What follows belongs to an exercise in optimizing a design on an open flow for small area and a short achievable clock period; a production flow would make more cautious choices. Power is estimated from default activity; no workload was simulated.

Design mfb_frame_gen_top, start of the top module:
module mfb_frame_gen_top (
    input  logic          CLK,
    input  logic          RESET,
    input  logic          START,
    input  logic [31:0]   FRAMES,
    input  logic [15:0]   LEN_MIN,
    input  logic [15:0]   LEN_MAX,
    output logic          BUSY,
    output logic          DONE,
    output logic [31:0]   SENT_CNT,
    output logic [1023:0] TX_DATA,
    output logic [5:0]    TX_SOF_POS,
    output logic [11:0]   TX_EOF_POS,
    output logic [1:0]    TX_SOF,
    output logic [1:0]    TX_EOF,
    output logic          TX_SRC_RDY,
    input  logic          TX_DST_RDY
);
    mfb_frame_gen gen_i (
        .CLK        (CLK),
        .RESET      (RESET),
        .START      (START),
        .FRAMES     (FRAMES),
        .LEN_MIN    (LEN_MIN),
        .LEN_MAX    (LEN_MAX),
        .BUSY       (BUSY),
        .DONE       (DONE),
        .SENT_CNT   (SENT_CNT),
        .TX_DATA    (TX_DATA),
        .TX_SOF_POS (TX_SOF_POS),
        .TX_EOF_POS (TX_EOF_POS),
        .TX_SOF     (TX_SOF),
        .TX_EOF     (TX_EOF),
        .TX_SRC_RDY (TX_SRC_RDY),
        .TX_DST_RDY (TX_DST_RDY)
    );
endmodule
Settings: LEC_CHECK=0, ABC_CLOCK_PERIOD_IN_PS=3000, CAP_MARGIN=20, CORE_AREA=4 4 396 396, DIE_AREA=0 0 400 400, SLEW_MARGIN=20; clock period 12.0 ns.
standard.sh (not shown) runs the stock make flow with config.mk's settings and CLKGATE_MAP_FILE= SYNTH_SCRIPT=/design/flow/synth_recipe.tcl, a recipe that flattens the netlist after the stock synthesis.
==> flow/flow/run.sh <==
#!/bin/bash
set -euo pipefail
bash standard.sh \
  "BUFFER_PORTS_ARGS=-buffer_cell sky130_fd_sc_hd__buf_1" \
  SETUP_SLACK_MARGIN=6.5 \
  finish > make.log 2>&1
Rerun with:
--- a/flow/design.v
+++ b/flow/design.v
@@ -64,12 +64,13 @@
     logic        busy_q, done_q;
     logic        idle;
     assign idle = !busy_q && !done_q;
     logic [15:0] lm1_q;      
     logic [15:0] lx1_q;      
     logic [15:0] d_q;        
+    logic [15:0] mask_q;     
     logic        le64_q;     
     logic        le128_q;    
     logic [31:0] left_q;     
     logic [7:0]  fidx_q;     
     logic        in_q;       
     logic [9:0]  rr_q;       
@@ -97,13 +98,13 @@
         logic [15:0] m;
         m = d;
         for (int s = 1; s < 16; s = s * 2) m = m | (m >> s);
         smear = m;
     endfunction
     logic [15:0] mask;
-    assign mask = smear(d_q);
+    assign mask = mask_q;
     logic [15:0] x0, x1, t0, t1;
     logic        sat0, sat1;
     assign x0   = v0 & mask;
     assign x1   = v1 & mask;
     assign sat0 = x0 > d_q;
     assign sat1 = x1 > d_q;
@@ -255,12 +256,13 @@
     assign span = LEN_MIN < LEN_MAX;
     always_ff @(posedge CLK) begin
         if (idle) begin
             lm1_q   <= LEN_MIN - 16'd1;
             lx1_q   <= LEN_MAX - 16'd1;
             d_q     <= span ? diff : 16'd0;
+            mask_q  <= span ? smear(diff) : 16'd0;
             le64_q  <= LEN_MAX <= 16'd64;
             le128_q <= LEN_MAX <= 16'd128;
             left_q  <= FRAMES;
             fidx_q  <= 8'd0;
             in_q    <= 1'b0;
             last_q  <= 1'b0;
Result:
- power goes down by about 1.4%
- maximum frequency goes down by 1.9%
- sequential power goes up by about 6%
- clock-buffer cell count goes up by 12
- global-route usage goes down by 1.6 points
- worst hold slack loses 0.034 ns
- clock power goes up by about 36%
- synthesized cell count goes down by 0.41%
- non-clock buffer count goes down by 41
- critical path depth goes down by 3
- routed wire length goes down by about 6%
- final area goes down by 0.50%
- sequential cell count goes up by 15
- sequential share of layout area goes up by 1.7 points
No run of this note included a check of the RTL's function; only the layout flow was run.

---

rev 12:
Another version of the RTL of mfb_frame_gen_top (not shown whole).
For scale: about 2800 cells after synthesis, roughly 260 flip-flops, roughly 1100 I/O pins, ~24000 um^2 of cells after synthesis.
export LEC_CHECK = 0
export ABC_CLOCK_PERIOD_IN_PS = 3000
export CAP_MARGIN = 20
export CORE_AREA = 4 4 326 326
export DIE_AREA = 0 0 330 330
export SLEW_MARGIN = 20
create_clock -name core_clock -period 12.0 [get_ports {CLK}]
==> flow/flow/run.sh <==
#!/bin/bash
set -euo pipefail
bash standard.sh \
  "BUFFER_PORTS_ARGS=-buffer_cell sky130_fd_sc_hd__buf_1" \
  SETUP_SLACK_MARGIN=7.5 \
  finish > make.log 2>&1
#### Input delta (rev 13 over rev 12)
--- a/flow/design.v
+++ b/flow/design.v
@@ -28,49 +28,36 @@
     input  logic [7:0]   base_n,
     output logic [511:0] items
 );
     logic [2:0]      lo_q;
     logic [7:1]      cl_q;       
     logic [7:1]      cln_q;      
     logic [8:0][4:0] hn_q;       
-    logic [8:0][4:0] hn;
-    function automatic bit kept(input int m, input int k);
-        if (k < 3)       kept = ((m >> k) & 1) == 0;
-        else if (k == 3) kept = m != 8;
-        else             kept = 1'b1;
-    endfunction
     always_ff @(posedge clk) begin
         if (en) begin
             lo_q <= base_n[2:0];
             for (int j = 1; j < 8; j++) begin
                 cl_q[j]  <= ({1'b0, base_n[2:0]} + 4'(j)) >= 4'd8;
                 cln_q[j] <= ({1'b0, base_n[2:0]} + 4'(j)) <  4'd8;
             end
             for (int m = 0; m < 9; m++) hn_q[m] <= ~(base_n[7:3] + 5'(m));
         end
     end
-    always_comb begin
-        for (int m = 0; m < 9; m++)
-            for (int k = 0; k < 5; k++)
-                if (kept(m, k))  hn[m][k] = hn_q[m][k];
-                else if (k < 3)  hn[m][k] = ~hn_q[m - (1 << k)][k];
-                else             hn[m][k] = ~hn_q[0][k];
-    end
     logic [7:0][2:0] sl;         
     always_comb begin
         for (int j = 0; j < 8; j++) sl[j] = lo_q + 3'(j);
     end
     genvar i;
     generate
         for (i = 0; i < 64; i++) begin : g_item
             if (i % 8 == 0) begin : g_nc
-                assign items[i*8 +: 8] = {~hn[i / 8], sl[0]};
+                assign items[i*8 +: 8] = {~hn_q[i / 8], sl[0]};
             end else begin : g_c
-                assign items[i*8 +: 8] = {~((cl_q[i % 8] ? hn[i / 8 + 1] : 5'd0) |
-                                           (cln_q[i % 8] ? hn[i / 8] : 5'd0)),
+                assign items[i*8 +: 8] = {~((cl_q[i % 8] ? hn_q[i / 8 + 1] : 5'd0) |
+                                           (cln_q[i % 8] ? hn_q[i / 8] : 5'd0)),
                                           sl[i % 8]};
             end
         end
     endgenerate
 endmodule
 module mfb_frame_gen (
     input  logic          CLK,
@@ -92,15 +79,15 @@
 );
     logic        busy_q, done_q;
     logic        idle;
     assign idle = !busy_q && !done_q;
     logic [15:0] lm1_q;      
     logic [15:0] lx1;        
     logic [15:0] d_q;        
-    logic [15:0] ws_q;       
+    logic [15:0] mask_q;     
     logic        le64_q;     
     logic        le128_q;    
     logic [31:0] left_q;     
     logic [7:0]  fidx_q;     
     logic        in_q;       
     logic [9:0]  rr_q;       
     logic        bias_q;     
@@ -119,29 +106,22 @@
         .en     (load_adv),
         .adv1   (adv1),
         .adv2   (adv2),
         .ahead0 (v0),
         .ahead1 (v1),
         .ahead2 (v2)
     );
-    function automatic logic [15:0] smear4(input logic [15:0] d);
+    function automatic logic [15:0] smear(input logic [15:0] d);
         logic [15:0] m;
-        for (int k = 0; k < 16; k++) begin
-            m[k] = d[k];
-            for (int i = k + 1; i < (k / 4) * 4 + 4; i++) m[k] = m[k] | d[i];
-        end
-        smear4 = m;
+        m = d;
+        for (int s = 1; s < 16; s = s * 2) m = m | (m >> s);
+        smear = m;
     endfunction
     logic [15:0] mask;
-    always_comb begin
-        for (int k = 0; k < 16; k++) begin
-            mask[k] = ws_q[k];
-            for (int g = k / 4 + 1; g < 4; g++) mask[k] = mask[k] | ws_q[4 * g];
-        end
-    end
+    assign mask = mask_q;
     logic [15:0] x0, x1, t0, t1;
     logic        sat0, sat1;
     assign x0   = v0 & mask;
     assign x1   = v1 & mask;
     assign sat0 = x0 > d_q;
     assign sat1 = x1 > d_q;
     assign lx1  = lm1_q + d_q;
@@ -277,17 +257,17 @@
     logic        span;
     assign diff = LEN_MAX - LEN_MIN;
     assign span = LEN_MIN < LEN_MAX;
     always_ff @(posedge CLK) begin
         if (idle) begin
             lm1_q   <= LEN_MIN - 16'd1;
             d_q     <= span ? diff : 16'd0;
-            ws_q    <= span ? smear4(diff) : 16'd0;
-            le64_q  <= LEN_MAX <= 16'd64;
-            le128_q <= LEN_MAX <= 16'd128;
+            mask_q  <= smear(diff);
+            le64_q  <= span ? LEN_MAX <= 16'd64  : LEN_MIN <= 16'd64;
+            le128_q <= span ? LEN_MAX <= 16'd128 : LEN_MIN <= 16'd128;
             left_q  <= FRAMES;
             fidx_q  <= 8'd0;
             in_q    <= 1'b0;
             last_q  <= 1'b0;
         end else begin
             if (load_adv) left_q <= left_n;
             if (load) begin
## What came out
Rev 13 does worse than rev 12 on worst hold slack. Looking at the reports, rev 13 completed the entire flow and the layout it produced met the timing, DRC and antenna checks. In the metrics for rev 12 and rev 13, the one carrying the higher part of the total power dissipated in combinational logic is rev 13. Compared with rev 12, rev 13 shows a higher via total after detailed routing. Against rev 12, rev 13 reports a number of cells on the critical path that is higher. Rev 13 vs. rev 12: synthesized area shows an increase of 1.2%; relative contribution of the clock network to total power dropped 1.9 points; wire length after detailed routing climbed about 9%; number of well taps barely changed; number of nets in the layout now sits higher. Rev 13 ends up with higher via count of the first global-routing pass than rev 12 does. Cmp rev 13 vs rev 12: initial antenna violation count lower in rev 13. Proportion of total power due to net switching up 1.9 points in rev 13 wrt rev 12.
Function was not checked in any run of this note: the RTL went through the layout flow alone.

==> port drivers added, routing unchanged <==
The flow's constraints put no driver on any port. The routed layouts listed below were extracted and timed again, unchanged, in two steps.
Step 1 sets driving cells, clkbuf_16 on the clock port and buf_2 on the other inputs (assumed; they add their load-dependent delay and slew).
Step 2 also shifts input and output timing later by t, the mid clock arrival at the registers, as if the neighbouring blocks saw the same clock.
a / b / c = no drivers / after step 1 / after step 2; a / b = the first two.
| run | shift t [ns] | setup WS [ns] | slew at the worst register clock pin (ns) |
|---|---|---|---|
| the first run of note 1 | 0.551 | 6.489 / 6.436 / 6.243 | 0.10 / 0.10 |
| the second run of note 1 | 0.605 | 6.382 / 6.330 / 6.122 | 0.08 / 0.08 |
| rev 12 | 0.629 | 7.339 / 7.280 / 6.941 | 0.07 / 0.07 |
| rev 13 | 0.653 | 7.118 / 7.123 / 6.470 | 0.07 / 0.07 |
After both steps every run listed still meets setup and hold. For rev 13, which loses most, drivers alone change the setup slack by +0.005 ns; drivers and shift together by -0.648 ns.
